From an optimization exercise on the open Yosys and OpenROAD flow, aimed at small area and a short achievable clock period; shortcuts taken in it are not production practice. At most, simulation tests tie the RTL to the original design; equivalence was not proved. The clock port is modelled as an ideal driver, which makes a skipped or thinned clock tree look cheaper than it is; a real chip needs a root buffer or a tree. No activity file was given, so power comes from the tool's default toggle rates.

==> inputs of try-amber <==
Design debug_top, start of the top module:
module debug_top #(
	parameter int ADDR_W = 6
) (
	input wire logic clk,
	input wire logic reset_i,
	input wire logic tck_i,
	input wire logic tms_i,
	input wire logic tdi_i,
	output logic tdo_o,
	input wire logic rx_bit_i,
	input wire logic rx_valid_i,
	input wire dbg_pkg::sample_t sample_i,
	input wire logic sample_valid_i
);
==> flow/config.mk <==
export PLATFORM = sky130hd
export DESIGN_NAME = debug_top
export DESIGN_NICKNAME = debug_top
export VERILOG_FILES = /design/flow/design.v
export SDC_FILE = /design/flow/constraint.sdc
export NUM_CORES = 4
export LEC_CHECK = 0
export CAP_MARGIN = 20
export CORE_MARGIN = 2
export CORE_UTILIZATION = 60
export CTS_BUF_LIST = sky130_fd_sc_hd__clkbuf_16
export CTS_CLUSTER_DIAMETER = 80
export CTS_CLUSTER_SIZE = 25
export SETUP_SLACK_MARGIN = 3.8
export SLEW_MARGIN = 20
==> flow/constraint.sdc <==
create_clock -name core_clock -period 6.0 [get_ports {clk}]
set_input_delay 1.2000 -clock core_clock [delete_from_list [all_inputs] [get_ports {clk}]]
set_output_delay 1.2000 -clock core_clock [all_outputs]
set_load 0.01 [all_outputs]
standard.sh (not shown) runs the stock make flow with config.mk's settings and CLKGATE_MAP_FILE= SYNTH_SCRIPT=/design/flow/synth_recipe.tcl, a recipe that flattens the netlist after the stock synthesis.
==> flow/flow/run.sh <==
#!/bin/bash
# Layout flow: the standard flow (standard.sh, unchanged synthesis),
# except that clock tree synthesis builds a two-level tree (flow/mytree.tcl):
# the clock port feeds 4 root clkbuf_16, each driving the clkbuf_16 leaf
# buffers of one quadrant; each leaf drives a cluster of about 24 flip-flops.
# The rest of ORFS's CTS step (placement legalisation, setup/hold repair)
# runs as usual. Each step's make output is logged in this folder; ORFS's
# own per-tool logs are under orfs/logs.
set -euo pipefail
here=$(pwd)

bash standard.sh place > std_1_place.log 2>&1

# ORFS scripts with cts.tcl's clock_tree_synthesis call replaced
mkdir -p scripts_cts
cp -r "$FLOW_HOME"/scripts/. scripts_cts/
sed -i "s#^log_cmd clock_tree_synthesis {\*}\$cts_args#source $here/flow/mytree.tcl; build_clock_tree 24 4; set_propagated_clock [all_clocks]#" scripts_cts/cts.tcl
grep -q "build_clock_tree 24 4" scripts_cts/cts.tcl
bash standard.sh SCRIPTS_DIR="$here/scripts_cts" cts > std_2_cts.log 2>&1

bash standard.sh finish > std_3_finish.log 2>&1
Other scripts of this flow, unchanged in this note and not shown: flow/flow/mytree.tcl
==> try-garnet: changes against try-amber <==
--- a/flow/design.v
+++ b/flow/design.v
@@ -133,37 +133,47 @@
 	end
 	assign upd_val = (shift_cnt_q == 7'(DRW)) ? dr_sr[7:0] : first_q;
 	wire is_idcode = (ir_q == dbg_pkg::IR_IDCODE);
 	wire is_ctrl   = (ir_q == dbg_pkg::IR_CTRL);
 	wire is_status = (ir_q == dbg_pkg::IR_STATUS);
 	wire is_addr   = (ir_q == dbg_pkg::IR_MEM_ADDR);
 	wire is_data   = (ir_q == dbg_pkg::IR_MEM_DATA);
 	wire is_bypass = (ir_q == dbg_pkg::IR_BYPASS);
+	logic tdo_n_q;
+	logic tdo_d;
+	always_comb begin
+		tdo_d = ~tdo_n_q;
+		if (reset_i)
+			tdo_d = 1'b0;
+		else if (fall_q) begin
+			if (st_sh_ir)
+				tdo_d = dr_sr[DRW-4];
+			else if (st_sh_dr)
+				tdo_d = is_bypass ? dr_sr[DRW-1] : status_late_q ? total_q[0] : dr_sr[0];
+			else
+				tdo_d = 1'b0;
+		end
+	end
+	always_ff @(posedge clk) begin
+		tdo_o <= tdo_d;
+		tdo_n_q <= ~tdo_d;
+	end
 	always_ff @(posedge clk) begin
 		if (reset_i) begin
 			state_q <= dbg_pkg::TEST_LOGIC_RESET;
 			ir_q <= dbg_pkg::IR_IDCODE;
-			tdo_o <= 1'b0;
 		end else begin
 			if (st_tlr)
 				ir_q <= dbg_pkg::IR_IDCODE;
 			if (rise_q) begin
 				state_q <= state_d;
 				if (st_upd_ir)
 					ir_q <= dr_sr[DRW-1:DRW-4];
 			end
-			if (fall_q) begin
-				if (st_sh_ir)
-					tdo_o <= dr_sr[DRW-4];
-				else if (st_sh_dr)
-					tdo_o <= is_bypass ? dr_sr[DRW-1] : status_late_q ? total_q[0] : dr_sr[0];
-				else
-					tdo_o <= 1'b0;
-			end
 		end
 	end
 	logic [7:1] ctrl_q;
 	logic cap_arm_q;
 	logic rd_req_q;
 	logic [ADDR_W-1:0] rd_addr_q;
 	dbg_pkg::sample_t data_q;
 	logic wr_en_q;
@@ -251,17 +261,19 @@
 			wr_en_q <= 1'b0;
 			wr_grp_q <= '0;
 			if (cap_arm_q) begin
 				cap_active_q <= 1'b1;
 				wr_ptr_q <= '1;
 				cap_done_q <= 1'b0;
 			end else if (cap_take) begin
 				wr_en_q <= 1'b1;
-				wr_grp_q[wr_ptr_inc[5:3]] <= 1'b1;
+				for (int g = 0; g < 8; g++)
+					wr_grp_q[g] <= (&wr_ptr_q[2:0]) ? (wr_ptr_q[5:3] == 3'(g + 7))
+						: (wr_ptr_q[5:3] == 3'(g));
 				wr_ptr_q <= wr_ptr_inc;
 				if (wr_ptr_q == ADDR_W'(DEPTH - 2)) begin
 					cap_active_q <= 1'b0;
 					cap_done_q <= 1'b1;
 				end
 			end
 		end
 	end
- CORE_UTILIZATION: 60 -> 66
- SETUP_SLACK_MARGIN: 3.8 -> 3.9
==> try-umber: changes against try-amber <==
--- a/flow/design.v
+++ b/flow/design.v
@@ -206,63 +206,48 @@
 			dr_cap[ADDR_W-1:0] = rd_addr_q;
 		else if (is_data)
 			dr_cap[7:0] = rd_grant_q ? rd_fresh : data_q;
 	end
 	dbg_pkg::sample_t mem [DEPTH];
 	dbg_pkg::sample_t wr_data_q;
 	logic cap_active_q;
 	logic [ADDR_W-1:0] wr_ptr_q;
-	logic [7:0] wr_grp_q;
-	for (genvar k = 0; k < DEPTH; k++) begin : g_row
-		always_ff @(posedge clk) begin
-			if (wr_grp_q[k / 8] && wr_ptr_q[2:0] == 3'(k % 8))
-				mem[k] <= wr_data_q;
-		end
+	always_ff @(posedge clk) begin
+		if (wr_en_q)
+			mem[wr_ptr_q] <= wr_data_q;
 	end
 	for (genvar g = 0; g < 4; g++) begin : g_cand
-		dbg_pkg::sample_t lvl [31];
-		for (genvar i = 0; i < 16; i++) begin : g_leaf
-			assign lvl[15 + i] = mem[g * 16 + i];
-		end
-		for (genvar n = 14; n >= 0; n--) begin : g_node
-			localparam int D = $clog2(n + 2) - 1;
-			assign lvl[n] = rd_addr_q[3 - D] ? lvl[2 * n + 2] : lvl[2 * n + 1];
-		end
 		always_ff @(posedge clk)
-			rd_cand_q[g] <= lvl[0];
+			rd_cand_q[g] <= mem[{2'(g), rd_addr_q[3:0]}];
 	end
 	assign rd_fresh = rd_cand_q[rd_hi_q];
 	always_ff @(posedge clk) begin
 		rd_hi_q <= rd_addr_q[5:4];
 		rd_grant_q <= rd_grant;
 		if (rd_grant_q)
 			data_q <= rd_fresh;
 	end
 	wire cap_take = cap_active_q && sample_valid_i;
-	wire [ADDR_W-1:0] wr_ptr_inc = wr_ptr_q + 1'b1;
 	always_ff @(posedge clk) begin
 		wr_data_q <= sample_i;
 		if (reset_i) begin
 			cap_active_q <= 1'b0;
 			wr_ptr_q <= '1;
 			wr_en_q <= 1'b0;
-			wr_grp_q <= '0;
 			cap_done_q <= 1'b0;
 		end else begin
 			wr_en_q <= 1'b0;
-			wr_grp_q <= '0;
 			if (cap_arm_q) begin
 				cap_active_q <= 1'b1;
 				wr_ptr_q <= '1;
 				cap_done_q <= 1'b0;
 			end else if (cap_take) begin
 				wr_en_q <= 1'b1;
-				wr_grp_q[wr_ptr_inc[5:3]] <= 1'b1;
-				wr_ptr_q <= wr_ptr_inc;
+				wr_ptr_q <= wr_ptr_q + 1'b1;
 				if (wr_ptr_q == ADDR_W'(DEPTH - 2)) begin
 					cap_active_q <= 1'b0;
 					cap_done_q <= 1'b1;
 				end
 			end
 		end
 	end
 	logic [6:0] hist_q;
- SETUP_SLACK_MARGIN: 3.8 -> 3.9
==> comparison table <==
Result of the run: try-garnet no timing/DRC/antenna violations; try-amber no timing/DRC/antenna violations; try-umber no timing/DRC/antenna violations
Number of nets in the layout: try-garnet 1911; try-amber 1834; try-umber 1870
# rows: try-garnet 78; try-amber 82; try-umber 81
Finished Layout Cells: try-garnet 2478; try-amber 2473; try-umber 2505
Clk_skew: try-garnet 0.03952 ns; try-amber 0.05427 ns; try-umber 0.03836 ns
Area share of fa/ha/maj cells after synthesis: try-garnet 0.6201%; try-amber 0.7479%; try-umber 0.4610%
Tapcells: try-garnet 600; try-amber 672; try-umber 664
Fraction of the mapped netlist area in simple logic gates: try-garnet 8.405%; try-amber 7.550%; try-umber 7.573%
Hold Crit Endpoint: try-garnet rise_q; try-amber rd_hi_q[1]; try-umber rd_hi_q[0]
CP arrival: try-garnet 2.33 ns; try-amber 2.42 ns; try-umber 2.31 ns
Total routed wirelength: try-garnet 63050 µm; try-amber 63450 µm; try-umber 65560 µm
Wire length of the first global-routing pass: try-garnet 95540 µm; try-amber 96560 µm; try-umber 96990 µm
Share of the synthesized area in the top cell type: try-garnet 57.25%; try-amber 57.54%; try-umber 58.04%
Footprint of the multi-input gates: try-garnet 8707 µm²; try-amber 8758 µm²; try-umber 8950 µm²
Highest routing layer actually used: try-garnet met4; try-amber met5; try-umber met4
Clock network power: try-garnet 2.59 mW; try-amber 2.60 mW; try-umber 2.55 mW
Yosys Warn Count: try-garnet 7; try-amber 7; try-umber 2
Fin crit share: try-garnet 34.46%; try-amber 36.00%; try-umber 37.81%
For try-umber, only the layout was checked, not whether the RTL still works. In every run of this note, the design's own scripts or RTL, not TritonCTS, make the clock network.

[what the ideal ports hide]
Ports are ideal in the flow. The routed layouts listed here were re-timed in OpenROAD.
Step 1 assumes that a clkbuf_16 drives the clock port and a buf_2 every other input.
Step 2, shift: input delay + t, output delay - t, t = (earliest + latest rising clock arrival at the registers) / 2. This alone moves slack from input paths to output paths.
Slacks: no drivers / after step 1 / after step 2; pairs: no drivers / after step 1.
| run | t (ns) | setup WS [ns] | latest minus earliest clock arrival (ns) | slew at the worst register clock pin (ns) |
|---|---|---|---|---|
| try-amber | 0.511 | 3.840 / 3.789 / 3.436 | 0.056 / 0.056 | 0.10 / 0.10 |
| try-garnet | 0.492 | 3.932 / 3.864 / 3.694 | 0.045 / 0.045 | 0.10 / 0.10 |
| try-umber | 0.511 | 3.732 / 3.732 / 3.643 | 0.038 / 0.038 | 0.10 / 0.10 |
After both steps setup and hold are still met in every run listed. The setup slack of try-amber, which loses most, moves by -0.051 ns with the drivers and by -0.404 ns with both steps.
